What follows belongs to an exercise in optimizing a design on an open flow for small area and few clock cycles per item; a production flow would make more cautious choices.
The RTL was checked by simulation tests, not by an equivalence proof against the original design.
No activity file was given, so power comes from the tool's default toggle rates.

--- flow/config.mk ---
export PLATFORM = sky130hd
export DESIGN_NAME = temperature_band_statistics
export DESIGN_NICKNAME = temperature_band_statistics
export VERILOG_FILES = /design/flow/design.v
export SDC_FILE = /design/flow/constraint.sdc
export NUM_CORES = 4
export LEC_CHECK = 0
export CAP_MARGIN = 20
export CORE_MARGIN = 2
export CORE_UTILIZATION = 55
export SLEW_MARGIN = 20
--- flow/flow/run.sh ---
#!/bin/bash
set -euo pipefail
HERE=$(pwd)
RES=$HERE/orfs/results/$FLOW_PLATFORM/temperature_band_statistics/base
YOSYS=${FLOW_HOME}/../tools/install/yosys/bin/yosys
[[ -x $YOSYS ]] || YOSYS=yosys

bash standard.sh synth > standard_synth.log 2>&1

cp $RES/1_2_yosys.v $HERE/synth_standard.v
LIB=${FLOW_HOME}/platforms/sky130hd/lib/sky130_fd_sc_hd__tt_025C_1v80.lib
sed -e "s|@LIB@|$LIB|g" -e "s|@IN@|$HERE/synth_standard.v|g" -e "s|@OUT@|$RES/1_2_yosys.v|g" \
    -e "s|@ABC@|$HERE/flow/area.abc|g" -e "s|@CONSTR@|$HERE/flow/abc.constr|g" \
    flow/remap.ys > remap_run.ys
$YOSYS -s remap_run.ys > remap.log 2>&1
rm -f $RES/1_synth.odb $RES/1_synth.sdc

export BUFFER_PORTS_ARGS="-buffer_cell sky130_fd_sc_hd__buf_1"
export CTS_ARGS="-sink_clustering_enable -repair_clock_nets -dont_use_dummy_load -buf_list sky130_fd_sc_hd__clkbuf_4 -sink_clustering_size 10 -sink_clustering_max_diameter 40"
bash standard.sh > standard_make.log 2>&1
--- flow/standard.sh ---
#!/bin/bash
# synth_recipe.tcl (not shown) runs the flow's synth.tcl, then flattens the netlist and writes it again
# the make line also repeats each setting of config.mk as NAME=value (left out here)
make -C /OpenROAD-flow-scripts/flow DESIGN_CONFIG=/design/flow/config.mk WORK_HOME=/design/flow/orfs CLKGATE_MAP_FILE= SYNTH_SCRIPT=/design/flow/synth_recipe.tcl "${@:-finish}"
--- flow/flow/abc.constr ---
set_driving_cell sky130_fd_sc_hd__buf_1
set_load 5
--- flow/flow/area.abc ---
strash
dc2
&get -n
&dch -f
&nf -R 1000
&put
--- flow/constraint.sdc ---
create_clock -name core_clock -period 6.0 [get_ports {clk_i}]
set_input_delay 1.2000 -clock core_clock [delete_from_list [all_inputs] [get_ports {clk_i}]]
set_output_delay 1.2000 -clock core_clock [all_outputs]
set_load 0.01 [all_outputs]
--- flow/flow/remap.ys ---
# Map the combinational logic of the standard synthesis again; registers stay as they are.
read_liberty -ignore_miss_func @LIB@
read_verilog @IN@
hierarchy -check -top temperature_band_statistics
blackbox sky130_fd_sc_hd__df* sky130_fd_sc_hd__edf* sky130_fd_sc_hd__sdf* sky130_fd_sc_hd__dl*
flatten
rename -hide w:*.*
opt_clean
opt -fast
abc -script @ABC@ -liberty @LIB@ -dont_use *lpflow* -dont_use *probe_p* -dont_use *probec_p* -constr @CONSTR@ -D 4000
setundef -zero
splitnets
opt_clean -purge
hilomap -singleton -hicell sky130_fd_sc_hd__conb_1 HI -locell sky130_fd_sc_hd__conb_1 LO
insbuf -buf sky130_fd_sc_hd__buf_4 A X
opt_clean -purge
rename -hide w:*$func$*
stat -liberty @LIB@
write_verilog -noattr -nohex -nodec @OUT@
--- flow/design.v ---
package tbs_pkg;
  localparam int CountMax = 65535;
  localparam logic [15:0] CntMax = 16'(CountMax);
  localparam logic [15:0] PosMax = 16'hFFFF;
  localparam logic [30:0] SumMax = 31'h7FFF_FFFF;
  localparam logic [14:0] LowestReset = 15'h7FFF;
  localparam logic [14:0] NormalLimitReset = 15'd464;
  localparam logic [14:0] WarningLimitReset = 15'd704;
  localparam logic [14:0] CriticalLimitReset = 15'd944;
  localparam logic [14:0] TripLevelReset = 15'd720;
  typedef enum logic [1:0] {
    CfgNormalLimit = 2'd0,
    CfgWarningLimit = 2'd1,
    CfgCriticalLimit = 2'd2,
    CfgTripLevel = 2'd3
  } cfg_idx_e;
  typedef enum logic {
    ActSample = 1'b0,
    ActClear = 1'b1
  } action_e;
  typedef struct packed {
    logic              action;
    logic signed [15:0] sample;
  } in_t;
  typedef struct packed {
    logic [14:0] min_seen;
    logic [14:0] max_seen;
    logic [30:0] total;
    logic [15:0] skipped_count;
    logic [15:0] normal_count;
    logic [15:0] warning_count;
    logic [15:0] critical_count;
    logic [15:0] shutdown_count;
    logic        trip_seen;
    logic [15:0] trip_index;
  } out_t;
  typedef struct packed {
    logic [14:0] normal_limit;
    logic [14:0] warning_limit;
    logic [14:0] critical_limit;
    logic [14:0] trip_level;
  } cfg_t;
  localparam out_t StatsReset = {
    LowestReset,   
    15'd0,         
    31'd0,         
    16'd0,         
    16'd0,         
    16'd0,         
    16'd0,         
    16'd0,         
    1'b0,          
    16'd0          
  };
endpackage
import tbs_pkg::*;
module tbs_cfg_regs (
  input  logic        clk_i,
  input  logic        rst_ni,
  input  logic        cfg_we_i,
  input  logic [1:0]  cfg_idx_i,
  input  logic [14:0] cfg_data_i,
  output tbs_pkg::cfg_t        cfg_o
);
  tbs_pkg::cfg_t cfg_d;
  tbs_pkg::cfg_t cfg_q;
  always_comb begin
    cfg_d = cfg_q;
    if (cfg_we_i) begin
      unique case (cfg_idx_i)
        CfgNormalLimit:   cfg_d.normal_limit = cfg_data_i;
        CfgWarningLimit:  cfg_d.warning_limit = cfg_data_i;
        CfgCriticalLimit: cfg_d.critical_limit = cfg_data_i;
        CfgTripLevel:     cfg_d.trip_level = cfg_data_i;
        default:          cfg_d = cfg_q;
      endcase
    end
  end
  always_ff @(posedge clk_i or negedge rst_ni) begin
    if (!rst_ni) begin
      cfg_q <= {NormalLimitReset, WarningLimitReset, CriticalLimitReset, TripLevelReset};
    end else begin
      cfg_q <= cfg_d;
    end
  end
  assign cfg_o = cfg_q;
endmodule
import tbs_pkg::*;
module tbs_stats (
  input  logic clk_i,
  input  logic rst_ni,
  input  logic accept_i,
  input  tbs_pkg::in_t  in_data_i,
  input  tbs_pkg::cfg_t cfg_i,
  output tbs_pkg::out_t res_o
);
  logic        fresh_q;
  logic [14:0] min_q, max_q;
  logic [14:0] total_lo_q;
  logic [15:0] total_hi_q;
  logic [15:0] skip_q, norm_q, warn_q, crit_q, shut_q;
  logic        trip_q;
  logic [15:0] pidx_q;
  logic        clr_a, skip_a, smp_a, wipe;
  logic [14:0] t;
  logic        in_normal, in_warning, in_critical, trip_hit;
  logic        lt_min, gt_max;
  function automatic logic le15(input logic [14:0] a, input logic [14:0] b);
    logic r;
    r = 1'b1;
    for (int i = 0; i < 15; i++) r = (!a[i] && b[i]) || (!a[i] && r) || (b[i] && r);
    le15 = r;
  endfunction
  function automatic logic [15:0] cnt_next(input logic [15:0] v, input logic en,
                                           input logic wp);
    logic g, c;
    g = en && !(&v);
    c = g;
    for (int i = 0; i < 16; i++) begin
      if (i == 8) c = g && (&v[7:0]);
      cnt_next[i] = (i == 0) ? (wp ? en : v[i] ^ c) : (!wp && (v[i] ^ c));
      c = c && v[i];
    end
  endfunction
  assign t      = in_data_i.sample[14:0];
  assign clr_a  = accept_i && in_data_i.action;
  assign skip_a = accept_i && !in_data_i.action && in_data_i.sample[15];
  assign smp_a  = accept_i && !in_data_i.action && !in_data_i.sample[15];
  assign wipe   = clr_a || fresh_q;
  assign in_normal   = le15(t, cfg_i.normal_limit);
  assign in_warning  = le15(t, cfg_i.warning_limit);
  assign in_critical = le15(t, cfg_i.critical_limit);
  assign trip_hit    = le15(cfg_i.trip_level, t);
  assign lt_min      = !le15(min_q, t);
  assign gt_max      = !le15(t, max_q);
  logic [14:0] addend, lo_sum;
  logic        lo_c, ovf;
  always_comb begin
    logic c, c0, c1;
    logic [14:8] s0, s1;
    addend = smp_a ? t : 15'd0;
    c = 1'b0;
    for (int i = 0; i < 8; i++) begin
      lo_sum[i] = total_lo_q[i] ^ addend[i] ^ c;
      c = (total_lo_q[i] && addend[i]) || (c && (total_lo_q[i] ^ addend[i]));
    end
    c0 = 1'b0;
    c1 = 1'b1;
    for (int i = 8; i < 15; i++) begin
      s0[i] = total_lo_q[i] ^ addend[i] ^ c0;
      c0 = (total_lo_q[i] && addend[i]) || (c0 && (total_lo_q[i] ^ addend[i]));
      s1[i] = total_lo_q[i] ^ addend[i] ^ c1;
      c1 = (total_lo_q[i] && addend[i]) || (c1 && (total_lo_q[i] ^ addend[i]));
    end
    lo_sum[14:8] = (s1 & {7{c}}) | (s0 & {7{!c}});
    lo_c = (c1 & c) | (c0 & !c);
  end
  assign ovf = lo_c && (&total_hi_q) && !fresh_q;
  logic [15:0] hi_next;
  always_comb begin
    logic g, c;
    g = lo_c && !(&total_hi_q);
    c = g;
    for (int i = 0; i < 16; i++) begin
      if (i == 4)  c = g && (&total_hi_q[3:0]);
      if (i == 8)  c = g && (&total_hi_q[7:0]);
      if (i == 12) c = g && (&total_hi_q[11:0]);
      hi_next[i] = (i == 0) ? (fresh_q ? 1'b0 : total_hi_q[i] ^ c)
                            : (!fresh_q && (total_hi_q[i] ^ c));
      c = c && total_hi_q[i];
    end
  end
  always_ff @(posedge clk_i or negedge rst_ni) begin
    if (!rst_ni) begin
      fresh_q    <= 1'b1;
      total_lo_q <= '0;
      trip_q     <= 1'b0;
    end else begin
      if (accept_i) fresh_q <= 1'b0;
      if (clr_a) begin
        total_lo_q <= '0;
        trip_q     <= 1'b0;
      end else begin
        total_lo_q <= lo_sum | {15{ovf}};
        trip_q     <= trip_q || (smp_a && trip_hit);
      end
    end
  end
  always_ff @(posedge clk_i) begin
    if (smp_a && (fresh_q || lt_min)) min_q <= t;
    else if (wipe)                    min_q <= LowestReset;
    if (smp_a && (fresh_q || gt_max)) max_q <= t;
    else if (wipe)                    max_q <= '0;
    total_hi_q <= clr_a ? '0 : hi_next;
    skip_q <= clr_a ? '0 : cnt_next(skip_q, skip_a, fresh_q);
    norm_q <= clr_a ? '0 : cnt_next(norm_q, smp_a && in_normal, fresh_q);
    warn_q <= clr_a ? '0 : cnt_next(warn_q, smp_a && !in_normal && in_warning, fresh_q);
    crit_q <= clr_a ? '0 : cnt_next(crit_q, smp_a && !in_normal && !in_warning && in_critical,
                                    fresh_q);
    shut_q <= clr_a ? '0 : cnt_next(shut_q, smp_a && !in_normal && !in_warning && !in_critical,
                                    fresh_q);
    pidx_q <= clr_a ? '0 : cnt_next(pidx_q, (skip_a || smp_a) && !trip_q &&
                                    !(smp_a && trip_hit), fresh_q);
  end
  assign res_o = {min_q, max_q, total_hi_q, total_lo_q,
                  skip_q, norm_q, warn_q, crit_q, shut_q, trip_q, pidx_q & {16{trip_q}}};
endmodule
import tbs_pkg::*;
module tbs_out_reg (
  input  logic clk_i,
  input  logic rst_ni,
  input  logic in_valid_i,
  output logic in_ready_o,
  output logic accept_o,
  output logic out_valid_o,
  input  logic out_ready_i
);
  logic out_valid_q;
  assign in_ready_o = !out_valid_q || out_ready_i;
  assign accept_o   = in_valid_i && in_ready_o;
  always_ff @(posedge clk_i or negedge rst_ni) begin
    if (!rst_ni) begin
      out_valid_q <= 1'b0;
    end else if (in_ready_o) begin
      out_valid_q <= in_valid_i;
    end
  end
  assign out_valid_o = out_valid_q;
endmodule
import tbs_pkg::*;
module temperature_band_statistics (
  input  logic         clk_i,
  input  logic         rst_ni,
  input  logic         in_valid_i,
  output logic         in_ready_o,
  input  logic [16:0]  in_data_i,
  output logic         out_valid_o,
  input  logic         out_ready_i,
  output logic [157:0] out_data_o,
  input  logic         cfg_we_i,
  input  logic [1:0]   cfg_idx_i,
  input  logic [14:0]  cfg_data_i
);
  tbs_pkg::cfg_t cfg;
  tbs_pkg::in_t  in_data;
  tbs_pkg::out_t res;
  logic accept;
  assign in_data    = in_data_i;
  assign out_data_o = res;
  tbs_cfg_regs u_cfg (
    .clk_i,
    .rst_ni,
    .cfg_we_i,
    .cfg_idx_i,
    .cfg_data_i,
    .cfg_o (cfg)
  );
  tbs_out_reg u_out (
    .clk_i,
    .rst_ni,
    .in_valid_i,
    .in_ready_o,
    .accept_o (accept),
    .out_valid_o,
    .out_ready_i
  );
  tbs_stats u_stats (
    .clk_i,
    .rst_ni,
    .accept_i  (accept),
    .in_data_i (in_data),
    .cfg_i     (cfg),
    .res_o     (res)
  );
endmodule
==> results.txt, run 1 <==
- The flow ran to the end and the layout has no timing, DRC or antenna violations.
- Dividing the synthesized area by the synthesized cell count gives between 9 and 10 µm².
- The number of instances in the synthesized netlist is 1,014.
- The number of clock sinks seen by CTS is 220.
- The data arrival time of the critical path is slightly below 6 ns.
- In the final routed layout, each cell accounts on average for 16.5 µm.
- The worst register-to-register path ends at u_stats.total_hi_q[14].
- Summed over all layers, the global routing overflow is 0.
- In this run the critical register-to-register path is launched from u_out.out_valid_q.
- The synthesized net count is roughly 1,100.
- The worst-case clock buffer depth is 3.
- Buffers inserted to repair hold after CTS numbered 0.
- The number of antenna-violating nets in the routed design is 0.
- The depth of the worst register-to-register path is 31.
- The total vias in the final route is about 8,500.
- The upper clock frequency limit is around 190 MHz.
- The transition at the pin with the smallest max-transition slack is just over 0.9 ns.
- The leakage power summed over all cells is between 4 and 5 nW.
- Across the routed clock network, the largest skew measured is between 0.03 and 0.04 ns.
- Along the worst hold path, the cell count comes to 2.
- The I/O pin count is 199.
- After detailed routing, the number of vias per cell comes to roughly 5.7.
- The number of antenna violations at the first check in global routing is 1.
- The worst hold path terminates at u_cfg.cfg_q[4].
- The clock latency at the later pin of the worst-skew pair is 0.62 ns.
- Broken down by cell family, the worst path's largest delay share belongs to compound AO/OA/AOI/OAI gates.
- Dividing total power by cell area gives a power density of between 200 and 300 mW/mm².
- The overall fraction of global-route tracks in use is 0.263.
- The worst setup path is launched from an input pin.
- The max-slew violation total from the final report is 0.
- The number of clock buffers added by TritonCTS is 34.
- The initial utilization of the core area, before any placement, comes to 0.560.
- Along the worst path, the maximum fanout reaches 5.
- The first global-routing pass estimated between 30,000 and 40,000 µm of wire.
- For the worst setup path, the data required time is ~6.5 ns.
- The number of buffers and inverters on the critical path is 4.
- Compared with the post-synthesis result, the final layout area differs by 15.1%.
- The critical path's most frequent cell is maj3_1.
- The number of gates resized after CTS is 0.
- Setup repair after global routing left no endpoint under its margin.
- Max-cap violations in this run came to 0.
- The relative slew slack is 0.378.
- The first routing iteration left about 410 violations.
- For this block, the routed nets add up to between 20,000 and 25,000 µm of wire.
- The weighted congestion at the end of routability-driven global placement is between 0.8 and 0.9.
- After filler insertion, the fill cell instance count of the layout stands at about 1,600.
- The die covers 0.0186 mm².
- Summing all multi-input logic gate instances after layout gives about 0.0044 mm².
- In the final layout, the share of cells above drive strength 1 is 0.0586.
- The cell at the slowest stage of the critical path is maj3_1.
- The net count of the finished layout is between 1,000 and 1,500.
- The sort of element at the end of the critical path is a flop.
- The slack of the worst reg-to-reg path is roughly 1.1 ns.
- In the final timing run, aggregate negative setup slack is 0 ns.
- The worst setup path category is input pin to flop.
- The cell area that synthesis handed to floorplanning was 0.00965 mm².
- The die is ~140 µm wide.
- The core occupancy in the finished layout is 0.645.
- The first detailed-routing pass ran for 4 iterations.
- The post-CTS setup-driven buffer insertion count is 0.
- The hold violation total from the final report is 0.
- Final hold analysis gives a worst-case slack of 0.465 ns.
- The floorplan step set the die height to approximately 140 µm.
- The clock tree synthesis step divided the H-tree into 2 levels.
- In this run the clock root is driven by a clkbuf_4.
- For this run, design rule violations remaining after detail routing come to 0.
- The count of standard-cell rows is 48.
- TritonCTS built the clock tree.
- The path class of the tightest hold or removal check is flop to flop.
- The via count of the first global-routing pass is 7,831.
- The sequential cells in the finished layout cover a total of a little over 0.005 mm².
- After clock tree synthesis, the clock-pin slew on the worst setup and hold paths is roughly 0.090 ns.
- The count of yosys warnings during synthesis is 3.
- Total power for the finished layout comes to around 2.9 mW.
- The largest stage delay on the critical path is 0.37 ns.
- In this run the tool buffered the top-level ports with between 150 and 200 buffer cells.
- Setup violations remaining at the end of the flow were counted as 0.
- The minimum clock period after layout is 5.29 ns.
- In this run the worst setup path begins at in_data_i[0].
- The peak ir drop on the vdd network is between 0.00015 and 0.0002 V.
- The startpoint identified for the worst hold timing path is u_cfg.cfg_q[4].
- After floorplanning, the core was sized to cover about 0.017 mm².
- The HPWL after detailed placement is about 17,000 µm.
- The share of the clock period used by the worst path after layout is 0.882.
- The maximum number of pins on one net before global-route repair is between 70 and 80.
-- report_power, final --
group | switching, mW | internal (mW)
Sequential | 0.0895 | 1.63
Clock | 0.473 | 0.262
Combinational | 0.241 | 0.166
Total | 0.803 | 2.06
-- how the worst max path moves through the flow --
| stage | end | cells after the start | slack, ns |
|---|---|---|---|
| 6_report | u_stats.shut_q[7] | 27 | 0.71 |
| 5_1_grt | u_stats.total_hi_q[14] | 31 | 0.11 |
| 4_1_cts | u_stats.total_hi_q[14] | 30 | 0.68 |
| 3_5_place_dp | u_stats.total_hi_q[14] | 30 | 0.04 |
| 3_3_place_gp | u_stats.total_hi_q[14] | 31 | 0.23 |
| 2_1_floorplan | u_stats.total_hi_q[14] | 29 | 0.05 |
-- worst register-to-register path, delay by kind of cell, from the launching register on --
| kind | cells | cell delay, ns |
|---|---|---|
| and+or+nand+nor | 22 | 2.72 |
| DFF | 1 | 0.40 |
| buffers and inverters | 2 | 0.31 |
| AOI/OAI and AO/OA | 7 | 1.45 |
-- cells in the final DEF (no fill, tap or decap), types with 10 or more instances in the layout --
master / instances
buf_1: 197
a21oi_1: 129
dfxtp_1: 112
nor2_1: 108
o21ai_0: 108
dfrtp_1: 61
and3_1: 49
clkinv_1: 46
mux2_1: 41
and2_0: 38
nor3_1: 35
clkbuf_4: 35
nand2_1: 34
o22ai_1: 30
edfxtp_1: 30
nand3_1: 23
nand2b_1: 21
nand4_1: 20
a22oi_1: 17
dfstp_2: 17
buf_4: 16
maj3_1: 11
nor2b_1: 10
-- metal layers --
metal  global-route usage  vias up  share of wire
met2                0.420      218           0.46
met1                0.355     4016           0.46
met4               0.0799        0          0.022
met3               0.0660       34          0.059
li1                     -     4240              -
met5                    0        -              0
-- layout make-up --
type | instances | area share
Inverter | 46 | 0.0155
Timing Repair Buffer | 216 | 0.0809
Sequential cell | 220 | 0.460
Multi-Input combinational cell | 747 | 0.395
Clock buffer | 34 | 0.0230
Antenna cell | 1 | 0.000225
Tap cell | 225 | 0.0253
-- metrics by stage --
stage                     setup WS (ns)  std cells  instance area [µm²]
final                             0.708       1489                11100
after global placement            0.229       1453                10800
after floorplan                  0.0500       1014                 9670
after CTS                         0.678       1487                11100
after global routing              0.109       1489                11100
after detailed placement         0.0434       1453                10800
-- registers in the layout, summed over array words and instances, names as in the netlist, 15 cells and up --
register            count
u_stats.max_q          15
u_stats.total_lo_q     15
u_stats.total_hi_q     16
u_stats.norm_q         16
u_stats.min_q          15
u_cfg.cfg_q            60
u_stats.shut_q         16
u_stats.pidx_q         16
u_stats.warn_q         16
u_stats.skip_q         16
u_stats.crit_q         16
Testbench counts, summed over its fixed seeds: cycles 32,008, items 32,000.
==> run 2: changes to the inputs <==
==> flow/flow/area.abc (replaced) <==
strash
dc2
rewrite -z
refactor -z
&get -n
&dch -f
&nf -R 1000
&put
--- a/flow/config.mk
+++ b/flow/config.mk
@@ -8,4 +8,4 @@
 export CAP_MARGIN = 20
 export CORE_MARGIN = 2
-export CORE_UTILIZATION = 55
+export CORE_UTILIZATION = 40
 export SLEW_MARGIN = 20
==> results.txt, run 2 <==
- The number of H-tree levels came to 2 (unchanged).
- The number of instances in the synthesized netlist is 982 (-3.2%).
- The data arrival time of the critical path is 5.92 ns (+0.09 ns).
- The first-pass GRT wire length was 42,400 µm (+8.7%).
- The sort of element at the end of the critical path is a flop.
- The internal power of the cells is 2.07 mW (+0.66%).
- STA classifies the critical path startpoint as an input pin.
- The combinational share of power was 0.136 (-0.006).
- The number of maximum-capacitance violations is 0 (unchanged).
- The worst-case clock buffer depth is 3 (unchanged).
- The flip-flop count of the largest register, all copies and words added is 60 (unchanged).
- Among the stages of the critical path, the cell type that occurs most often is nor2_1.
- The via count normalized by instance count is 5.37 (-6.0%).
- The overall power after layout was 2.88 mW (+0.74%).
- The via count of the first global-routing pass is 7,820 (-0.14%).
- The transition at the pin with the smallest max-transition slack is 0.942 ns (+0.0112 ns).
- The total DRC errors in the routed layout is 0 (unchanged).
- The mean area per synthesized cell is 9.76 µm² (+2.5%).
- The clock latency at the later pin of the worst-skew pair was 0.62 ns (about the same).
- The count of input and output buffers was 198 (unchanged).
- The synthesized net count is 1,021 (-3.0%).
- The run finished with no timing, DRC or antenna violations.
- The number of antenna violations at the first check in global routing is 3 (+2).
- The number of hold buffers added after CTS is 0 (unchanged).
- The post-CTS setup-driven buffer insertion count was 0 (unchanged).
- For this design, the slowest cell found on the critical path is nor3_4.
- The critical path data required time came to 6.53 ns (about the same).
- The count of standard-cell rows is 56 (+17%).
- In the layout the commonest cells are 197 x buf_1, 123 x a21oi_1, 112 x dfxtp_1, 90 x nor2_1, 85 x o21ai_0.
- The cell sitting at the root of the clock tree is a clkbuf_4.
- The initial core utilization was 0.408 (-0.152).
- The worst setup skew after layout is 0.0745 ns (+0.0359 ns).
- The number of cells after detailed placement is 1,517 (+4.4%).
- The upper clock frequency limit is 185 MHz (-1.9%).
- The area enclosed by the die boundary came to 0.0252 mm² (+35%).
- The core region area was 0.0235 mm² (+36%).
- The weighted congestion at the end of routability-driven global placement came to 0.832 (+2.0%).
- The number of DRC violations after detailed-routing iteration 0 is 495 (+20%).
- The average routed wire per standard cell is 16.8 µm (+2.1%).
- The hold violation total from the final report is 0 (unchanged).
- The count of endpoints failing setup in the final report is 0 (unchanged).
- The leakage power summed over all cells is 4.13 nW (-0.21%).
- The type of the worst min-delay path is input pin to async pin.
- The maximum number of pins on one net before global-route repair was 67 (-15%).
- The proportion of power drawn by the clock network is 0.266 (+0.009).
- The total vias in the final route is 8,351 (-1.8%).
- The I/O pin count is 199 (unchanged).
- The largest stage delay on the critical path is 0.34 ns (-0.03 ns).
- Compared with the post-synthesis result, the final layout area differs by 16.6%.
- The net count of the finished layout was 1,275 (-2.2%).
- The net switching power is 0.811 mW (+0.95%).
- The cell area after synthesis is 0.00959 mm² (-0.69%).
- The most common cell after layout, fill and taps aside is buf_1.
- The depth of the worst register-to-register path is 30 (-3.2%).
- The number of iterations in the first detailed-routing pass is 5 (+1).
- Setup repair after global routing left no endpoint under its margin.
- The ratio of total power to cell area is 258 mW/mm² (+0.12%).
- The share of the clock period used by the worst path after layout is 0.899 (+0.0170).
- The register with the most flip-flops in the final layout is u_cfg.cfg_q.
- The clock edge transition at the registers on the reported setup and hold paths is 0.12 ns (+0.03 ns).
- The HPWL after detailed placement was 18,700 µm (+7.4%).
- The register share of total power is 0.598 (-0.003).
- The number of antenna-violating nets in the routed design is 0 (unchanged).
- The filler-free cell count of the finished design is 1,555 (+4.4%).
- The relative slew slack is 0.370 (-0.00750).
- The total CTS buffers is 36 (+5.9%).
- The worst-path maximum fanout is 6 (+1).
- The share of post-route cells with drive strength above 1 is 0.0648 (+0.00624).
- The die boundary height is 159 µm (+16%).
- The total grt overflow is 0 (unchanged).
- The worst setup path is of the input pin to flop kind.
- The TritonCTS clock tree is built.
- The overall fraction of global-route tracks in use came to 0.205 (-0.0578).
- The max-slew violation total from the final report is 0 (unchanged).
- The number of inserted filler cells in the final layout is 2,357 (+49%).
- The number of clock sinks seen by CTS came to 220 (unchanged).
- The peak ir drop on the vdd network was 0.000122 V (-19%).
- The number of gates resized after CTS is 0 (unchanged).
- The x dimension of the die is 159 µm (+16%).
- The sum of routed wire length over all layers is 26,200 µm (+6.6%).
- The minimum clock period after layout is 5.39 ns (+0.102 ns).
- The final sum of negative setup slack is 0 ns (unchanged).
- The count of yosys warnings during synthesis is 3 (unchanged).
- The proportion of total power due to net switching is 0.282 (+0.000586).
[run 2: per-layer routing]
metal,GRT usage,wire (µm),up-vias
li1,-,-,4162
met1,0.277,11800,3911
met2,0.315,11600,232
met3,0.0648,2090,44
met4,0.0630,563,2
met5,0,13,-
[run 2: per-stage QoR]
stage | area [µm²] | utilization | worst slack, ns | hold WS (ns)
5_1_grt | 11200 | 0.476 | 0.0872 | 0.408
3_3_place_gp | 10900 | 0.465 | 0.119 | 0.458
3_5_place_dp | 10900 | 0.465 | 0.0452 | 0.468
2_1_floorplan | 9610 | - | 0.0527 | 0.446
6_report | 11200 | 0.476 | 0.606 | 0.438
4_1_cts | 11200 | 0.476 | 0.678 | 0.398
[run 2: worst paths after layout]
kind                                   start                      to  slack, ns
max                              out_ready_i  u_stats.total_hi_q[13]       0.61
min                                   rst_ni         u_cfg.cfg_q[34]       0.44
max reg2reg                u_out.out_valid_q  u_stats.total_hi_q[13]       0.88
min reg2reg                  u_cfg.cfg_q[36]         u_cfg.cfg_q[36]       0.48
max in group asynchronous             rst_ni         u_cfg.cfg_q[43]       4.39
min in group core_clock      u_cfg.cfg_q[36]         u_cfg.cfg_q[36]       0.48
[run 2: area by class of cell]
class	count	area, µm²	share of cell area
flip-flops and latches	220	5120	0.458
multi-input cells	729	4380	0.392
repair buffers	217	890	0.0796
well taps	319	399	0.0357
clock buffers	36	270	0.0242
inverters	32	120	0.0107
diodes	2	5.00	0.000448
[run 2: worst max-delay path, delay by kind of cell]
kind	cells	cell delay (ns)
AND/OR/NAND/NOR	23	3.34
AO/OA/AOI/OAI	7	1.31
buffers and inverters	1	0.06
[run 2: power groups by stage]
stage	Clock, mW	Sequential, mW	Combinational [mW]
2_1_floorplan	0	1.74	0.244
3_3_place_gp	0	1.75	0.391
3_5_place_dp	0	1.75	0.396
4_1_cts	0.803	1.72	0.398
5_1_grt	0.867	1.74	0.445
6_report	0.765	1.72	0.393
==> run 3: changes to the inputs <==
==> flow/flow/area.abc (replaced) <==
strash
dc2
&get -n
&dch -f
&nf -R 1000
&put
--- a/flow/config.mk
+++ b/flow/config.mk
@@ -8,4 +8,4 @@
 export CAP_MARGIN = 20
 export CORE_MARGIN = 2
-export CORE_UTILIZATION = 40
+export CORE_UTILIZATION = 65
 export SLEW_MARGIN = 20
==> results.txt, run 3 <==
- The number of hold buffers added after CTS is 0 (unchanged).
- The internal power of the cells is 2.01 mW (-2.7%).
- The hold violation total from the final report was 0 (unchanged).
- The transition at the pin with the smallest max-transition slack is 0.979 ns (+0.0375 ns).
- The final sum of negative setup slack is 0 ns (unchanged).
- The share of the clock period used by the worst path after layout is 0.890 (-0.00919).
- The upper clock frequency limit came to 187 MHz (+1.0%).
- The count of yosys warnings during synthesis was 3 (unchanged).
- The share of post-route cells with drive strength above 1 is 0.0548 (-0.00998).
- The combinational share of power was 0.144 (+0.008).
- The setup path with the least slack is of type input pin to flop.
- The number of iterations in the first detailed-routing pass is 5 (unchanged).
- The number of H-tree levels came to 1 (-1).
- The register share of total power is 0.614 (+0.016).
- The flow ran to the end and the layout has no timing, DRC or antenna violations.
- The min-delay analysis places its worst path in the category flop to flop.
- The count of standard-cell rows was 44 (-21%).
- Setup repair after global routing left no endpoint under its margin.
- The area enclosed by the die boundary is 0.0158 mm² (-37%).
- The number of gates resized after CTS is 0 (unchanged).
- The detailed router used layers up to and including met4.
- The worst setup path is launched from an input pin.
- The HPWL after detailed placement came to 17,000 µm (-9.2%).
- The count of endpoints failing setup in the final report was 0 (unchanged).
- The critical path's most frequent cell is maj3_1.
- Compared with the post-synthesis result, the final layout area differs by 14.1%.
- The ratio of total power to cell area is 254 mW/mm² (-1.2%).
- The proportion of total power due to net switching was 0.281 (-0.000621).
- The weighted congestion at the end of routability-driven global placement is 0.876 (+5.3%).
- The total grt overflow is 0 (unchanged).
- The worst-case clock buffer depth was 3 (unchanged).
- The cell sitting at the root of the clock tree is a clkbuf_4.
- The flip-flop count of the largest register, all copies and words added came to 60 (unchanged).
- The number of antenna-violating nets in the routed design is 0 (unchanged).
- The worst-path maximum fanout is 5 (-1).
- The wire length on met2 is 11,100 µm (-4.6%).
- The number of maximum-capacitance violations is 0 (unchanged).
- The first-pass GRT wire length came to 38,800 µm (-8.5%).
- The net switching power is 0.787 mW (-3.0%).
- The via count of the first global-routing pass came to 7,914 (+1.2%).
- The critical path data required time is 6.60 ns (+0.07 ns).
- The multi-input gate area in the final layout is 0.00438 mm² (+0.11%).
- The post-placement setup slack was 0.0725 ns (+0.0272 ns).
- The maximum number of pins on one net before global-route repair is 79 (+18%).
- The count of input and output buffers was 198 (unchanged).
- The largest stage delay on the critical path is 0.37 ns (+0.03 ns).
- The leakage power summed over all cells is 4.11 nW (-0.41%).
- The max-slew violation total from the final report is 0 (unchanged).
- The via count normalized by instance count came to 6.03 (+12%).
- The I/O pin count is 199 (unchanged).
- The clock edge transition at the registers on the reported setup and hold paths is 0.10 ns (-0.02 ns).
- The cell area after synthesis is 0.00965 mm² (+0.69%).
- The length of routed wiring on met1 was 10,400 µm (-12%).
- The core region area is 0.0145 mm² (-38%).
- The average routed wire per standard cell is 16.5 µm (-1.8%).
- The clock latency at the later pin of the worst-skew pair is 0.66 ns (+0.04 ns).
- The total vias in the final route is 8,702 (+4.2%).
- The sum of routed wire length over all layers is 23,800 µm (-8.9%).
- The overall fraction of global-route tracks in use is 0.295 (+0.0890).
- The post-CTS setup-driven buffer insertion count was 0 (unchanged).
- The number of instances in the synthesized netlist came to 1,014 (+3.3%).
- The cell at the slowest stage of the critical path is maj3_1.
- The register with the most flip-flops is u_cfg.cfg_q.
- The register area came to 0.00512 mm² (unchanged).
- The number of clock sinks seen by CTS is 220 (unchanged).
- The number of DRC violations after detailed-routing iteration 0 is 652 (+32%).
- The met3 wire length is 1870 µm (-11%).
- The total CTS buffers is 29 (-19%).
- The die boundary height is 126 µm (-21%).
- The x dimension of the die is 126 µm (-21%).
- The mean area per synthesized cell is 9.52 µm² (-2.5%).
- The proportion of power drawn by the clock network is 0.242 (-0.024).
- The number of antenna violations at the first check in global routing is 1 (-2).
- The net count of the finished layout is 1,299 (+1.9%).
- The minimum clock period after layout is 5.34 ns (-0.0552 ns).
- The sort of element at the end of the critical path is a flop.
- The initial core utilization is 0.664 (+0.256).
- The number of inserted filler cells in the final layout is 1,129 (-52%).
- The peak ir drop on the vdd network came to 0.000145 V (+18%).
- The setup slack after layout came to 0.661 ns (+0.0552 ns).
- The relative slew slack is 0.345 (-0.0251).
- The top cell types in the final layout, fill and taps aside, are 197 x buf_1, 129 x a21oi_1, 112 x dfxtp_1, 108 x nor2_1, 108 x o21ai_0.
- TritonCTS built the clock tree.
- The data arrival time of the critical path is 5.94 ns (+0.02 ns).
- The worst setup skew after layout is 0.0365 ns (-0.0380 ns).
- The total DRC errors in the routed layout came to 0 (unchanged).
- The most common cell after layout, fill and taps aside is buf_1.
- The synthesized net count was 1,053 (+3.1%).
## run 3: area by class of cell
class                           count  area share
Multi-Input combinational cell    747       0.398
Clock buffer                       29      0.0198
Sequential cell                   220       0.465
Tap cell                          184      0.0209
Antenna cell                        1    0.000227
Timing Repair Buffer              216      0.0805
Inverter                           46      0.0157
## run 3: worst paths after layout
kind / from / endpoint / depth (start not counted) / slack [ns]
max in group asynchronous: rst_ni / u_out.out_valid_q / 2 / 4.79
worst min register to register: u_cfg.cfg_q[4] / u_cfg.cfg_q[4] / 2 / 0.47
min in group asynchronous: rst_ni / u_cfg.cfg_q[8] / 2 / 0.67
worst max register to register: u_cfg.cfg_q[30] / u_stats.shut_q[7] / 25 / 0.96
worst min-delay path: u_cfg.cfg_q[4] / u_cfg.cfg_q[4] / 2 / 0.47
worst max-delay path: in_data_i[0] / u_stats.shut_q[7] / 27 / 0.66
## run 3: power by group through the flow
stage	clock network (mW)	logic (mW)	registers, mW
after global routing	0.749	0.451	1.74
after detailed placement	0	0.402	1.75
final	0.677	0.405	1.72
after floorplan	0	0.252	1.74
after CTS	0.693	0.404	1.72
after global placement	0	0.391	1.74
## run 3: worst max-delay path: cells and delay by family
family          cells  cell delay, ns
compound gates     11            1.44
simple gates        8            1.51
buf+inv             4            0.32
fa+ha+maj           4            1.46
## run 3: stage by stage
stage,cells,area [µm²],power (mW),hold slack [ns],utilization
2_1_floorplan,1014,9670,1.99,0.440,-
3_5_place_dp,1413,10800,2.15,0.462,0.742
5_1_grt,1443,11000,2.94,0.487,0.757
4_1_cts,1442,11000,2.81,0.472,0.757
6_report,1443,11000,2.80,0.474,0.757
3_3_place_gp,1413,10800,2.13,0.449,0.742
## run 3: metal layers
metal / global-route usage / vias up
met2: 0.482 / 332
li1: - / 4220
met1: 0.411 / 4103
met3: 0.0497 / 47
met4: 0.0821 / 0
met5: 0 / -
==> run 4: changes to the inputs <==
==> flow/flow/area.abc (replaced) <==
strash
dc2
rewrite -z
refactor -z
&get -n
&dch -f
&nf -R 1000
&put
==> results.txt, run 4 <==
- The data arrival time of the critical path was 5.93 ns (about the same).
- The number of hold buffers added after CTS is 0 (unchanged).
- The synthesized net count is 1,021 (-3.0%).
- More flip-flops sit in one register than any other, and that register is u_cfg.cfg_q.
- The initial core utilization is 0.662 (-0.00205).
- The I/O pin count is 199 (unchanged).
- The core occupancy in the finished layout was 0.758 (about the same).
- The post-placement setup slack is -0.0983 ns (-0.171 ns).
- The upper clock frequency limit is 187 MHz (about the same).
- The area enclosed by the die boundary came to 0.0157 mm² (-0.67%).
- The share of the clock period used by the worst path after layout is 0.890 (about the same).
- The average routed wire per standard cell came to 17.1 µm (+3.4%).
- The first-pass GRT wire length was 38,900 µm (+0.36%).
- The kind of cell with the highest combined delay along the critical path is simple AND/OR/NAND/NOR gates.
- The worst setup path category is input pin to flop.
- The total grt overflow is 0 (unchanged).
- The count of yosys warnings during synthesis is 3 (unchanged).
- The sort of element at the end of the critical path is a flop.
- The number of antenna violations at the first check in global routing is 1 (unchanged).
- The count of standard-cell rows is 44 (unchanged).
- The final sum of negative setup slack came to 0 ns (unchanged).
- The mean area per synthesized cell is 9.76 µm² (+2.5%).
- The filler-free cell count of the finished design is 1,411 (-2.2%).
- The x dimension of the die was 125 µm (-0.33%).
- The flip-flop count of the largest register, all copies and words added is 60 (unchanged).
- The max-slew violation total from the final report is 0 (unchanged).
- The library cell used as clock root buffer is clkbuf_4.
- The number of instances in the synthesized netlist is 982 (-3.2%).
- The tightest min-delay check is of the flop to flop type.
- The number of cells after detailed placement came to 1,379 (-2.4%).
- The number of antenna-violating nets in the routed design was 0 (unchanged).
- The cell at the slowest stage of the critical path is nor3_4.
- The clock latency at the later pin of the worst-skew pair is 0.66 ns (about the same).
- The number of clock sinks seen by CTS is 220 (unchanged).
- The share of post-route cells with drive strength above 1 is 0.0595 (+0.00469).
- The overall fraction of global-route tracks in use is 0.297 (+0.00298).
- The die boundary height is 125 µm (-0.33%).
- From synthesis to final layout, the design area changed by 14.4%.
- The worst setup skew after layout is 0.0512 ns (+0.0147 ns).
- The number of DRC violations after detailed-routing iteration 0 is 542 (-17%).
- The weighted congestion at the end of routability-driven global placement came to 0.864 (-1.5%).
- The critical path's most frequent cell is nor2_1.
- The sum of routed wire length over all layers is 24,100 µm (+1.1%).
- The worst hold slack was 0.480 ns (+0.00578 ns).
- The count of buffering cells on the critical path with inverters included is 1 (-3).
- The run finished with no timing, DRC or antenna violations.
- The most common cell after layout, fill and taps aside is buf_1.
- The via count of the first global-routing pass was 7,936 (+0.28%).
- The HPWL after detailed placement is 17,000 µm (+0.49%).
- The count of endpoints failing setup in the final report came to 0 (unchanged).
- The clock edge transition at the registers on the reported setup and hold paths is 0.10 ns (about the same).
- The hold violation total from the final report is 0 (unchanged).
- The transition at the pin with the smallest max-transition slack is 1.04 ns (+0.0572 ns).
- The ratio of total power to cell area was 256 mW/mm² (+0.50%).
- The total CTS buffers is 30 (+3.4%).
- The worst-case clock buffer depth is 3 (unchanged).
- The relative slew slack is 0.307 (-0.0382).
- The net count of the finished layout is 1,267 (-2.5%).
- The slack of the worst reg-to-reg path is 0.87 ns (-0.09 ns).
- Setup repair after global routing left no endpoint under its margin.
- The kind of launch point of the worst setup path is an input pin.
- The peak ir drop on the vdd network is 0.000174 V (+20%).
- The count of input and output buffers is 198 (unchanged).
- The worst-path maximum fanout is 6 (+1).
- The leakage power summed over all cells is 4.10 nW (-0.37%).
- The setup slack after layout is 0.658 ns (-0.00285 ns).
- The number of iterations in the first detailed-routing pass is 6 (+1).
- The maximum number of pins on one net before global-route repair is 79 (unchanged).
- The total vias in the final route is 8,630 (-0.83%).
- The minimum clock period after layout is 5.34 ns (+0.00285 ns).
- The core region area came to 0.0145 mm² (-0.38%).
- The cell area after synthesis is 0.00959 mm² (-0.69%).
- The largest stage delay on the critical path is 0.33 ns (-0.04 ns).
- The critical path data required time is 6.59 ns (about the same).
- The via count normalized by instance count was 6.12 (+1.4%).
- The number of H-tree levels is 1 (unchanged).
- The TritonCTS clock tree is built.
- In the layout the commonest cells are 197 x buf_1, 123 x a21oi_1, 112 x dfxtp_1, 90 x nor2_1, 85 x o21ai_0.
- The total DRC errors in the routed layout was 0 (unchanged).
- The number of maximum-capacitance violations is 0 (unchanged).
[run 4: layout make-up]
type,count,area [µm²]
sequential,220,5120
clock buffer,30,225
antenna,1,2.50
timing repair buffer,215,887
inverter,32,120
fill,1139,3510
multi-input combinational,729,4390
tap,184,230
[run 4: timing repair]
item | 4_1_cts | 5_1_grt
resized for setup | 0 | 2
buffers inserted | 0 | 0
setup endpoints to repair | 0 | 2
[run 4: worst reg2reg max path, delay by kind of cell (launching register included)]
kind	cells	cell delay (ns)
AO/OA/AOI/OAI	7	1.31
flip-flops	1	0.41
AND/OR/NAND/NOR	23	3.35
[run 4: final timing paths]
check                             startpoint                     end  depth (start not counted)
max in group asynchronous             rst_ni         u_cfg.cfg_q[52]                          3
min reg2reg                  u_cfg.cfg_q[36]         u_cfg.cfg_q[36]                          2
max reg2reg                u_out.out_valid_q  u_stats.total_hi_q[13]                         30
min                          u_cfg.cfg_q[36]         u_cfg.cfg_q[36]                          2
min in group asynchronous             rst_ni         u_cfg.cfg_q[33]                          2
max                              out_ready_i  u_stats.total_hi_q[13]                         31
[run 4: report_power, final]
part | total, mW | switching [mW] | internal [mW]
Clock | 0.689 | 0.461 | 0.228
Sequential | 1.72 | 0.0962 | 1.63
Combinational | 0.392 | 0.229 | 0.163
[run 4: layer usage]
| layer | wire (µm) | up-vias | track usage |
|---|---|---|---|
| li1 | - | 4154 | - |
| met1 | 10400 | 4107 | 0.396 |
| met2 | 11300 | 315 | 0.486 |
| met3 | 1600 | 54 | 0.0629 |
| met4 | 788 | 0 | 0.105 |
| met5 | 0 | - | 0 |
[run 4: stage by stage]
stage / cell area (µm²) / power [mW]
floorplan: 9610 / 1.98
finish: 11000 / 2.80
CTS: 10900 / 2.81
global route: 11000 / 2.94
global placement: 10700 / 2.12
detailed placement: 10700 / 2.14
==> run 5: changes to the inputs <==
==> flow/flow/area.abc (replaced) <==
strash
dc2
rewrite -z
refactor -z
&get -n
&deepsyn -T 60
&dch -f
&nf -R 1000
&put
==> results.txt, run 5 <==
- The total grt overflow is 0 (unchanged).
- The clock edge transition at the registers on the reported setup and hold paths is 0.10 ns (about the same).
- The first-pass GRT wire length came to 37,700 µm (-3.1%).
- The number of DRC violations after detailed-routing iteration 0 is 724 (+34%).
- The register with the most flip-flops in the final layout is u_cfg.cfg_q.
- The via count of the first global-routing pass was 7,880 (-0.71%).
- The ratio of total power to cell area was 258 mW/mm² (+0.72%).
- The clock latency at the later pin of the worst-skew pair is 0.67 ns (about the same).
- From synthesis to final layout, the design area changed by 16.3%.
- The hold violation total from the final report is 0 (unchanged).
- The average routed wire per standard cell was 15.8 µm (-7.2%).
- The post-CTS setup-driven buffer insertion count was 0 (unchanged).
- The count of standard-cell rows was 44 (unchanged).
- The core region area is 0.0144 mm² (-0.38%).
- The library cell used most frequently in the layout, excluding fill and tap cells, is buf_1.
- The count of input and output buffers was 198 (unchanged).
- The share of the clock period used by the worst path after layout came to 0.928 (+0.0381).
- The core occupancy in the finished layout came to 0.769 (+0.0116).
- The minimum clock period after layout is 5.57 ns (+0.228 ns).
- The number of hold buffers added after CTS is 0 (unchanged).
- In the layout the commonest cells are 197 x buf_1, 112 x dfxtp_1, 105 x nor2_1, 99 x a21oi_1, 89 x nand2_1.
- The share of post-route cells with drive strength above 1 is 0.0776 (+0.0180).
- The number of maximum-capacitance violations is 0 (unchanged).
- Routed signal wires occupy layers up through met4.
- The via count normalized by instance count is 5.93 (-3.0%).
- The relative slew slack is 0.360 (+0.0526).
- The TritonCTS clock tree is built.
- The critical path is of the input pin to flop type.
- The summed area of non-filler cells in the final layout is 0.0111 mm² (+1.1%).
- The initial core utilization was 0.661 (-0.000682).
- The worst-path maximum fanout is 4 (-2).
- The number of instances in the synthesized netlist is 991 (+0.92%).
- The flow ran to the end and the layout has no timing, DRC or antenna violations.
- The total CTS buffers was 31 (+3.3%).
- The flip-flop count of the largest register, all copies and words added is 60 (unchanged).
- The upper clock frequency limit is 180 MHz (-4.1%).
- The number of H-tree levels is 1 (unchanged).
- Setup repair after global routing left no endpoint under its margin.
- The max-slew violation total from the final report is 0 (unchanged).
- The overall fraction of global-route tracks in use is 0.289 (-0.00801).
- The path class of the tightest hold or removal check is flop to flop.
- The peak ir drop on the vdd network is 0.000194 V (+11%).
- The library cell used as clock root buffer is clkbuf_4.
- The slack of the worst reg-to-reg path is 0.66 ns (-0.21 ns).
- The area enclosed by the die boundary was 0.0157 mm² (-0.47%).
- The weighted congestion at the end of routability-driven global placement was 0.886 (+2.6%).
- The number of clock sinks seen by CTS is 220 (unchanged).
- The leakage power summed over all cells is 4.30 nW (+4.9%).
- STA classifies the critical path startpoint as an input pin.
- The total DRC errors in the routed layout was 0 (unchanged).
- The number of antenna violations at the first check in global routing was 1 (unchanged).
- The overall power after layout was 2.86 mW (+1.9%).
- The worst-case clock buffer depth came to 3 (unchanged).
- The sum of routed wire length over all layers was 22,900 µm (-4.7%).
- The wire length on met2 came to 10,400 µm (-7.8%).
- The data arrival time of the critical path is 6.11 ns (+0.18 ns).
- The HPWL after detailed placement is 16,700 µm (-2.3%).
- The worst hold slack is 0.479 ns (-0.000990 ns).
- The worst setup skew after layout is 0.0596 ns (+0.00837 ns).
- The mean area per synthesized cell was 9.63 µm² (-1.4%).
- The total vias in the final route is 8,593 (-0.43%).
- The number of gates resized after CTS is 0 (unchanged).
- The die boundary height came to 125 µm (-0.24%).
- The setup slack after layout is 0.430 ns (-0.228 ns).
- The area of placed instances is 0.0109 mm² (+1.4%).
- The I/O pin count is 199 (unchanged).
- The critical path data required time was 6.54 ns (-0.05 ns).
- The number of antenna-violating nets in the routed design is 0 (unchanged).
- The synthesized net count is 1,030 (+0.88%).
- The maximum number of pins on one net before global-route repair came to 79 (unchanged).
- The count of endpoints failing setup in the final report is 0 (unchanged).
- The transition at the pin with the smallest max-transition slack is 0.958 ns (-0.0787 ns).
- The count of yosys warnings during synthesis is 3 (unchanged).
- The x dimension of the die is 125 µm (-0.24%).
- The met3 wire length is 1550 µm (-3.6%).
- The cell area after synthesis is 0.00954 mm² (-0.48%).
- The length of routed wiring on met1 is 10,400 µm (-0.72%).
- The net count of the finished layout was 1,304 (+2.9%).
- The number of iterations in the first detailed-routing pass is 6 (unchanged).
- The number of inserted filler cells in the final layout is 1,105 (-3.0%).
- The sort of element at the end of the critical path is a flop.
- The post-placement setup slack came to -0.224 ns (-0.126 ns).
==> run 5: cell types whose count changed in the layout (fill, tap and decap cells not counted), moves of 5 or more <==
cell and delta:
nand2_1 +36, buf_4 +29, a21oi_1 -24, nor2_1 +15, o21ai_0 -15, and2_0 +13
o211ai_1 +12, maj3_1 +8, xnor2_1 -7, nand3_1 +6, a22oi_1 -5, mux2_1 -5
nor3b_1 -5, o31ai_1 -5
==> run 5: power by group <==
group | leakage (nW) | switching (mW) | internal, mW
Combinational | 2.08 | 0.247 | 0.184
Sequential | 2.07 | 0.100 | 1.63
Clock | 0.143 | 0.460 | 0.236
Total | 4.30 | 0.807 | 2.05
==> run 5: final timing paths <==
check	cells after the start	endpoint	startpoint
max	24	u_stats.crit_q[15]	in_data_i[0]
max in group asynchronous	1	u_cfg.cfg_q[58]	rst_ni
min in group asynchronous	1	u_stats.total_lo_q[5]	rst_ni
max reg2reg	23	u_stats.crit_q[15]	u_cfg.cfg_q[15]
min reg2reg	2	u_cfg.cfg_q[6]	u_cfg.cfg_q[6]
min	2	u_cfg.cfg_q[6]	u_cfg.cfg_q[6]
==> run 5: layout make-up <==
class                   count  area [µm²]  share of cell area
clock buffers              31         233              0.0210
multi-input cells         737        4310               0.389
diodes                      1        2.50            0.000226
repair buffers            242        1080              0.0971
flip-flops and latches    220        5120               0.461
well taps                 184         230              0.0208
inverters                  33         125              0.0113
==> run 5: stage by stage <==
stage                     setup TNS, ns  std cells
after floorplan                       0        991
after global placement           -0.521       1416
after detailed placement         -0.911       1416
after CTS                             0       1447
after global routing                  0       1448
final                                 0       1448
==> run 5: critical path, cell delays in order <==
cell and delay [ns]:
buf_1 0.10, nand2b_1 0.07, maj3_1 0.35, a21oi_1 0.12, o21ai_0 0.12, a222oi_1 0.34, o22ai_1 0.12, a222oi_1 0.36
o2bb2ai_1 0.13, maj3_1 0.36, maj3_1 0.36, maj3_1 0.38, maj3_1 0.38, nand2_1 0.12, nor2_1 0.07, and3_1 0.21
and3_1 0.18, and3_1 0.18, and3_1 0.18, and2_0 0.16, and4_1 0.21, and3_1 0.21, a21oi_1 0.15, nor2_1 0.05
==> run 5: per-layer routing <==
metal  global-route usage  vias up
li1                     -     4195
met1                0.410     4075
met2                0.462      273
met3               0.0428       50
met4                0.102        0
met5                    0        -
==> run 6: changes to the inputs <==
--- a/flow/flow/run.sh
+++ b/flow/flow/run.sh
@@ -18,3 +18,5 @@
 export BUFFER_PORTS_ARGS="-buffer_cell sky130_fd_sc_hd__buf_1"
 export CTS_ARGS="-sink_clustering_enable -repair_clock_nets -dont_use_dummy_load -buf_list sky130_fd_sc_hd__clkbuf_4 -sink_clustering_size 10 -sink_clustering_max_diameter 40"
+# Downsize non-critical cells after global routing (ORFS power recovery).
+export RECOVER_POWER=100
 bash standard.sh > standard_make.log 2>&1
==> flow/flow/area.abc (replaced) <==
strash
dc2
rewrite -z
refactor -z
&get -n
&dch -f
&nf -R 1000
&put
==> results.txt, run 6 <==
- The busiest metal layer after global routing is met2.
- The clock edge transition at the registers on the reported setup and hold paths is 0.10 ns (about the same).
- The worst hold slack is 0.484 ns (+0.00431 ns).
- The worst setup skew after layout was 0.0499 ns (-0.00970 ns).
- The core occupancy in the finished layout is 0.754 (-0.0149).
- The total DRC errors in the routed layout is 0 (unchanged).
- The I/O pin count is 199 (unchanged).
- The weighted congestion at the end of routability-driven global placement is 0.864 (-2.6%).
- The type of the worst min-delay path is flop to flop.
- The run finished, with violations left.
- The sort of element at the end of the critical path is a flop.
- Among all stages on the critical path, the largest delay is contributed by nor3_4.
- The area enclosed by the die boundary is 0.0157 mm² (+0.47%).
- The number of DRC violations after detailed-routing iteration 0 was 551 (-24%).
- The post-CTS setup-driven buffer insertion count is 0 (unchanged).
- The core region area is 0.0145 mm² (+0.38%).
- The synthesized net count is 1,021 (-0.87%).
- The share of the clock period used by the worst path after layout is 0.892 (-0.0360).
- The leakage power summed over all cells came to 4.06 nW (-5.5%).
- The clock latency at the later pin of the worst-skew pair is 0.66 ns (about the same).
- The area of placed instances is 0.0107 mm² (-1.3%).
- The count of yosys warnings during synthesis is 3 (unchanged).
- The ratio of total power to cell area is 257 mW/mm² (-0.40%).
- The sum of routed wire length over all layers came to 24,100 µm (+5.1%).
- The summed area of non-filler cells in the final layout is 0.0109 mm² (-1.6%).
- The met2 usage is 0.486 (+0.0245).
- In the layout the commonest cells are 196 x buf_1, 123 x a21oi_1, 112 x dfxtp_1, 90 x nor2_1, 85 x o21ai_0.
- The number of clock sinks seen by CTS was 220 (unchanged).
- The minimum clock period after layout came to 5.35 ns (-0.216 ns).
- The x dimension of the die is 125 µm (+0.24%).
- The number of H-tree levels was 1 (unchanged).
- The root buffer cell chosen for the clock tree is clkbuf_4.
- Counting flops per register, the top entry is u_cfg.cfg_q.
- Setup repair after global routing left no endpoint under its margin.
- The HPWL after detailed placement came to 17,000 µm (+2.3%).
- The most common cell after layout, fill and taps aside is buf_1.
- The peak ir drop on the vdd network came to 0.000174 V (-10%).
- The mean area per synthesized cell is 9.76 µm² (+1.4%).
- The number of maximum-capacitance violations is 3 (+3).
- The largest stage delay on the critical path is 0.33 ns (-0.05 ns).
- The total vias in the final route is 8,597 (+0.047%).
- The data arrival time of the critical path was 5.94 ns (-0.17 ns).
- The total CTS buffers was 30 (-3.2%).
- The via count normalized by instance count is 6.09 (+2.7%).
- The maximum number of pins on one net before global-route repair is 79 (unchanged).
- The transition at the pin with the smallest max-transition slack is 2.13 ns (+1.17 ns).
- The cell area after synthesis was 0.00959 mm² (+0.49%).
- The kind of launch point of the worst setup path is an input pin.
- The flip-flop count of the largest register, all copies and words added is 60 (unchanged).
- The initial core utilization is 0.662 (+0.000682).
- The first-pass GRT wire length is 38,900 µm (+3.2%).
- The total grt overflow came to 0 (unchanged).
- The max-slew violation total from the final report is 121 (+121).
- The average routed wire per standard cell is 17.1 µm (+7.8%).
- The via count of the first global-routing pass is 7,936 (+0.71%).
- The layout checks failed on capacitance limit, slew limit.
- The filler-free cell count of the finished design is 1,411 (-2.6%).
- The number of instances in the synthesized netlist is 982 (-0.91%).
- The worst setup path category is input pin to flop.
- The upper clock frequency limit came to 187 MHz (+4.0%).
- The worst-case clock buffer depth is 3 (unchanged).
- The overall power after layout is 2.80 mW (-2.0%).
- The die boundary height is 125 µm (+0.24%).
- The number of iterations in the first detailed-routing pass was 5 (-1).
- The share of post-route cells with drive strength above 1 is 0.0522 (-0.0254).
- The TritonCTS clock tree is built.
- The number of cells after detailed placement was 1,379 (-2.6%).
- The net count of the finished layout was 1,267 (-2.8%).
- The met1 track demand over resource is 0.396 (-0.0138).
- The setup slack after layout is 0.646 ns (+0.216 ns).
- The number of hold buffers added after CTS is 0 (unchanged).
- In this design, the critical path's most frequently occurring cell is nor2_1.
- The count of endpoints failing setup in the final report is 0 (unchanged).
- The final sum of negative setup slack was 0 ns (unchanged).
- The relative slew slack is -0.418 (-0.778).
- The post-placement setup slack came to -0.0983 ns (+0.126 ns).
- The number of antenna-violating nets in the routed design is 0 (unchanged).
- The critical path data required time was 6.58 ns (+0.04 ns).
- The layout overhead on the synthesized area is 13.9%.
- The worst-path maximum fanout is 6 (+2).
- The count of standard-cell rows is 44 (unchanged).
- The met3 demand-to-capacity share in global routing came to 0.0629 (+0.0201).
- The overall fraction of global-route tracks in use is 0.297 (+0.00801).
- The hold violation total from the final report is 0 (unchanged).
- The count of input and output buffers came to 198 (unchanged).
- The number of antenna violations at the first check in global routing is 1 (unchanged).
-- run 6: what timing repair did --
item | in CTS | in global routing
hold endpoints to repair | 0 | 0
setup endpoints to repair | 0 | 2
resized for setup | 0 | 2
-- run 6: cell type report --
class                      count  area, µm²
inverter                      32        120
sequential                   220       5120
tap                          184        230
clock buffer                  30        225
multi-input combinational    729       4380
timing repair buffer         215        845
fill                        1153       3560
antenna                        1       2.50
-- run 6: worst max-delay path: cells and delay by family --
family	cells	cell delay (ns)
buffers and inverters	1	0.06
and+or+nand+nor	23	3.36
AOI/OAI and AO/OA	7	1.31
-- run 6: path summary, 6_finish.rpt --
path                                         from                     end  cells after the start  slack [ns]
worst max register to register  u_out.out_valid_q  u_stats.total_hi_q[13]                     30        0.86
worst min-delay path              u_cfg.cfg_q[36]         u_cfg.cfg_q[36]                      2        0.48
min in group asynchronous                  rst_ni         u_cfg.cfg_q[33]                      2        1.26
worst min register to register    u_cfg.cfg_q[36]         u_cfg.cfg_q[36]                      2        0.48
max in group asynchronous                  rst_ni   u_stats.total_lo_q[6]                      3        1.87
worst max-delay path                  out_ready_i  u_stats.total_hi_q[13]                     31        0.65
-- run 6: layer usage --
layer  wire [µm]  part of all wire  up-vias
li1            -                 -     4154
met1       10400              0.43     4078
met2       11300              0.47      314
met3        1630             0.067       51
met4         762             0.032        0
met5           0                 0        -
-- run 6: report_power, final --
part | internal [mW] | leakage [nW] | switching [mW] | total (mW)
clock network | 0.228 | 0.138 | 0.461 | 0.689
logic | 0.160 | 1.85 | 0.229 | 0.389
registers | 1.63 | 2.07 | 0.0961 | 1.72
total | 2.02 | 4.06 | 0.786 | 2.80
==> run 7: changes to the inputs <==
--- a/flow/config.mk
+++ b/flow/config.mk
@@ -8,4 +8,4 @@
 export CAP_MARGIN = 20
 export CORE_MARGIN = 2
-export CORE_UTILIZATION = 65
+export CORE_UTILIZATION = 40
 export SLEW_MARGIN = 20
==> results.txt, run 7 <==
- The average routed wire per standard cell was 16.8 µm (-1.5%).
- The total grt overflow is 0 (unchanged).
- STA classifies the critical path startpoint as an input pin.
- The maximum number of pins on one net before global-route repair is 67 (-15%).
- The hold path endpoint is u_cfg.cfg_q[36].
- The overall power after layout is 2.88 mW (+2.8%).
- The number of clock sinks seen by CTS is 220 (unchanged).
- Leaving out fill and tap cells, the most frequent cell in the layout is buf_1.
- The worst hold path belongs to the class flop to flop.
- The total DRC errors in the routed layout is 0 (unchanged).
- The cell at the slowest stage of the critical path is nor3_4.
- The x dimension of the die is 159 µm (+27%).
- The overall fraction of global-route tracks in use is 0.205 (-0.0920).
- The clock latency at the later pin of the worst-skew pair was 0.62 ns (-0.04 ns).
- The worst-case clock buffer depth is 3 (unchanged).
- The number of antenna violations at the first check in global routing is 3 (+2).
- The share of post-route cells with drive strength above 1 was 0.0551 (+0.00290).
- The final sum of negative setup slack is 0 ns (unchanged).
- The startpoint identified for the worst register-to-register timing path is u_out.out_valid_q.
- The HPWL after detailed placement came to 18,700 µm (+9.6%).
- The max-slew violation total from the final report is 170 (+40%).
- The number of cells on the worst hold path was 2 (unchanged).
- The sort of element at the end of the critical path is a flop.
- The via count of the first global-routing pass was 7,820 (-1.5%).
- The synthesized net count is 1,021 (unchanged).
- The weighted congestion at the end of routability-driven global placement is 0.832 (-3.6%).
- The post-CTS setup-driven buffer insertion count was 0 (unchanged).
- The critical path data required time is 6.51 ns (-0.07 ns).
- The slack of the worst reg-to-reg path is 0.90 ns (+0.04 ns).
- The area of placed instances is 0.0109 mm² (+1.8%).
- The total vias in the final route came to 8,356 (-2.8%).
- The depth of the worst register-to-register path is 30 (unchanged).
- The minimum clock period after layout is 5.37 ns (+0.0180 ns).
- The worst-path maximum fanout is 6 (unchanged).
- The count of endpoints failing setup in the final report came to 0 (unchanged).
- The worst setup path category is input pin to flop.
- The kind of cell adding the most delay to the critical path is simple AND/OR/NAND/NOR gates.
- The core region area came to 0.0235 mm² (+62%).
- The area enclosed by the die boundary is 0.0252 mm² (+60%).
- The mean area per synthesized cell came to 9.76 µm² (unchanged).
- The number of cells after detailed placement is 1,517 (+10%).
- The leakage power summed over all cells was 4.09 nW (+0.66%).
- The top cell types in the final layout, fill and taps aside, are 194 x buf_1, 123 x a21oi_1, 112 x dfxtp_1, 91 x nor2_1, 85 x o21ai_0.
- The count of buffering cells on the critical path with inverters included is 1 (unchanged).
- The count of input and output buffers is 198 (unchanged).
- The TritonCTS clock tree is built.
- The largest stage delay on the critical path is 0.34 ns (about the same).
- The net count of the finished layout came to 1,275 (+0.63%).
- The worst setup skew after layout came to 0.0730 ns (+0.0232 ns).
- The number of maximum-capacitance violations is 3 (unchanged).
- The sum of routed wire length over all layers came to 26,200 µm (+8.5%).
- Counting stages on the worst path, the most repeated cell is nor2_1.
- The I/O pin count is 199 (unchanged).
- The data arrival time of the critical path is 5.88 ns (-0.06 ns).
- The flip-flop count of the largest register, all copies and words added was 60 (unchanged).
- The filler-free cell count of the finished design is 1,555 (+10%).
- The hold violation total from the final report is 0 (unchanged).
- The flow ran to the end, but the layout failed its checks.
- The first-pass GRT wire length is 42,400 µm (+8.9%).
- The relative slew slack came to -1.43 (-1.01).
- The number of antenna-violating nets in the routed design came to 0 (unchanged).
- The initial core utilization is 0.408 (-0.254).
- The number of hold buffers added after CTS is 0 (unchanged).
- The worst hold path begins at u_cfg.cfg_q[36].
- The number of iterations in the first detailed-routing pass is 5 (unchanged).
- The summed area of non-filler cells in the final layout is 0.0111 mm² (+1.9%).
- The number of DRC violations after detailed-routing iteration 0 is 493 (-11%).
- From synthesis to final layout, the design area changed by 16.1%.
- The count of yosys warnings during synthesis is 3 (unchanged).
- The capturing point of the worst reg2reg path is u_stats.total_hi_q[13].
- The clock edge transition at the registers on the reported setup and hold paths came to 0.11 ns (about the same).
- The checks that failed were capacitance limit, slew limit.
- The number of gates resized after CTS is 0 (unchanged).
- Setup repair after global routing left no endpoint under its margin.
- The via count normalized by instance count is 5.37 (-12%).
- The peak ir drop on the vdd network is 0.000122 V (-30%).
- The library cell used as clock root buffer is clkbuf_4.
- The transition at the pin with the smallest max-transition slack is 3.65 ns (+1.52 ns).
- The die boundary height is 159 µm (+27%).
- The number of H-tree levels is 2 (+1).
- The total CTS buffers came to 36 (+20%).
- The upper clock frequency limit was 186 MHz (-0.34%).
- The register with the most flip-flops is u_cfg.cfg_q.
- The ratio of total power to cell area is 259 mW/mm² (+0.85%).
- The share of the clock period used by the worst path after layout is 0.895 (+0.00300).
- The number of instances in the synthesized netlist is 982 (unchanged).
- The cell area after synthesis is 0.00959 mm² (unchanged).
- The count of standard-cell rows was 56 (+27%).
- The core occupancy in the finished layout is 0.474 (-0.280).
-- run 7: through the flow --
| step | setup slack (ns) | hold WS (ns) |
|---|---|---|
| after floorplan | 0.0527 | 0.446 |
| after detailed placement | 0.0452 | 0.468 |
| after CTS | 0.678 | 0.398 |
| after global placement | 0.119 | 0.458 |
| after global routing | 0.0508 | 0.507 |
| final | 0.628 | 0.483 |
-- run 7: worst max-delay path by stage --
stage                     cells after the start        start  slack, ns                     end
final                                        31  out_ready_i       0.63  u_stats.total_hi_q[13]
after global routing                         31  out_ready_i       0.05  u_stats.total_hi_q[13]
after CTS                                    31  out_ready_i       0.68  u_stats.total_hi_q[13]
after detailed placement                     31  out_ready_i       0.05  u_stats.total_hi_q[13]
after global placement                       31  out_ready_i       0.12  u_stats.total_hi_q[13]
after floorplan                              30  out_ready_i       0.05  u_stats.total_hi_q[12]
-- run 7: where the power goes --
group | switching (mW) | internal (mW) | total (mW)
clock | 0.489 | 0.277 | 0.766
combinational | 0.228 | 0.162 | 0.390
sequential | 0.0953 | 1.63 | 1.72
-- run 7: worst min-delay path: cells and delay by family, from the launching register on --
family	cells	cell delay, ns
AO/OA/AOI/OAI	1	0.05
buffers and inverters	1	0.05
flip-flops	1	0.39
-- run 7: routing by layer --
| metal | vias to the layer above | share of wire | track usage |
|---|---|---|---|
| met3 | 42 | 0.083 | 0.0648 |
| met4 | 2 | 0.022 | 0.0630 |
| li1 | 4161 | - | - |
| met2 | 230 | 0.44 | 0.315 |
| met5 | - | 0.00050 | 0 |
| met1 | 3921 | 0.45 | 0.277 |
-- run 7: final cells by class --
type / instances / area [µm²]
Timing Repair Buffer: 217 / 852
Fill cell: 2366 / 12300
Sequential cell: 220 / 5120
Tap cell: 319 / 399
Clock buffer: 36 / 270
Inverter: 32 / 120
Multi-Input combinational cell: 729 / 4370
Antenna cell: 2 / 5.00

[afterwards: timing with drivers on the ports]
Ports are ideal in the flow. The routed layouts listed here were re-timed in OpenROAD. Step 1 sets driving cells, clkbuf_16 on the clock port and buf_2 on the other inputs (assumed; they add their load-dependent delay and slew). Step 2 also shifts input and output timing later by t, the mid clock arrival at the registers, as if the neighbouring blocks saw the same clock. a / b / c = ideal / step 1 / step 2; a / b = the first two.
run	t (ns)	setup slack, ns	worst setup path at the end	worst register clock-pin slew, ns
run 1	0.641	0.708 / 0.727 / 0.087	input to register	0.11 / 0.11
run 2	0.623	0.606 / 0.610 / -0.013	input to register	0.12 / 0.12
run 3	0.683	0.661 / 0.675 / -0.008	input to register	0.11 / 0.11
run 4	0.676	0.658 / 0.677 / 0.000	input to register	0.11 / 0.11
run 5	0.684	0.430 / 0.445 / -0.239	input to register	0.11 / 0.11
run 6	0.671	0.646 / 0.663 / -0.009	input to register	0.11 / 0.11
run 7	0.625	0.628 / 0.632 / 0.007	input to register	0.11 / 0.11
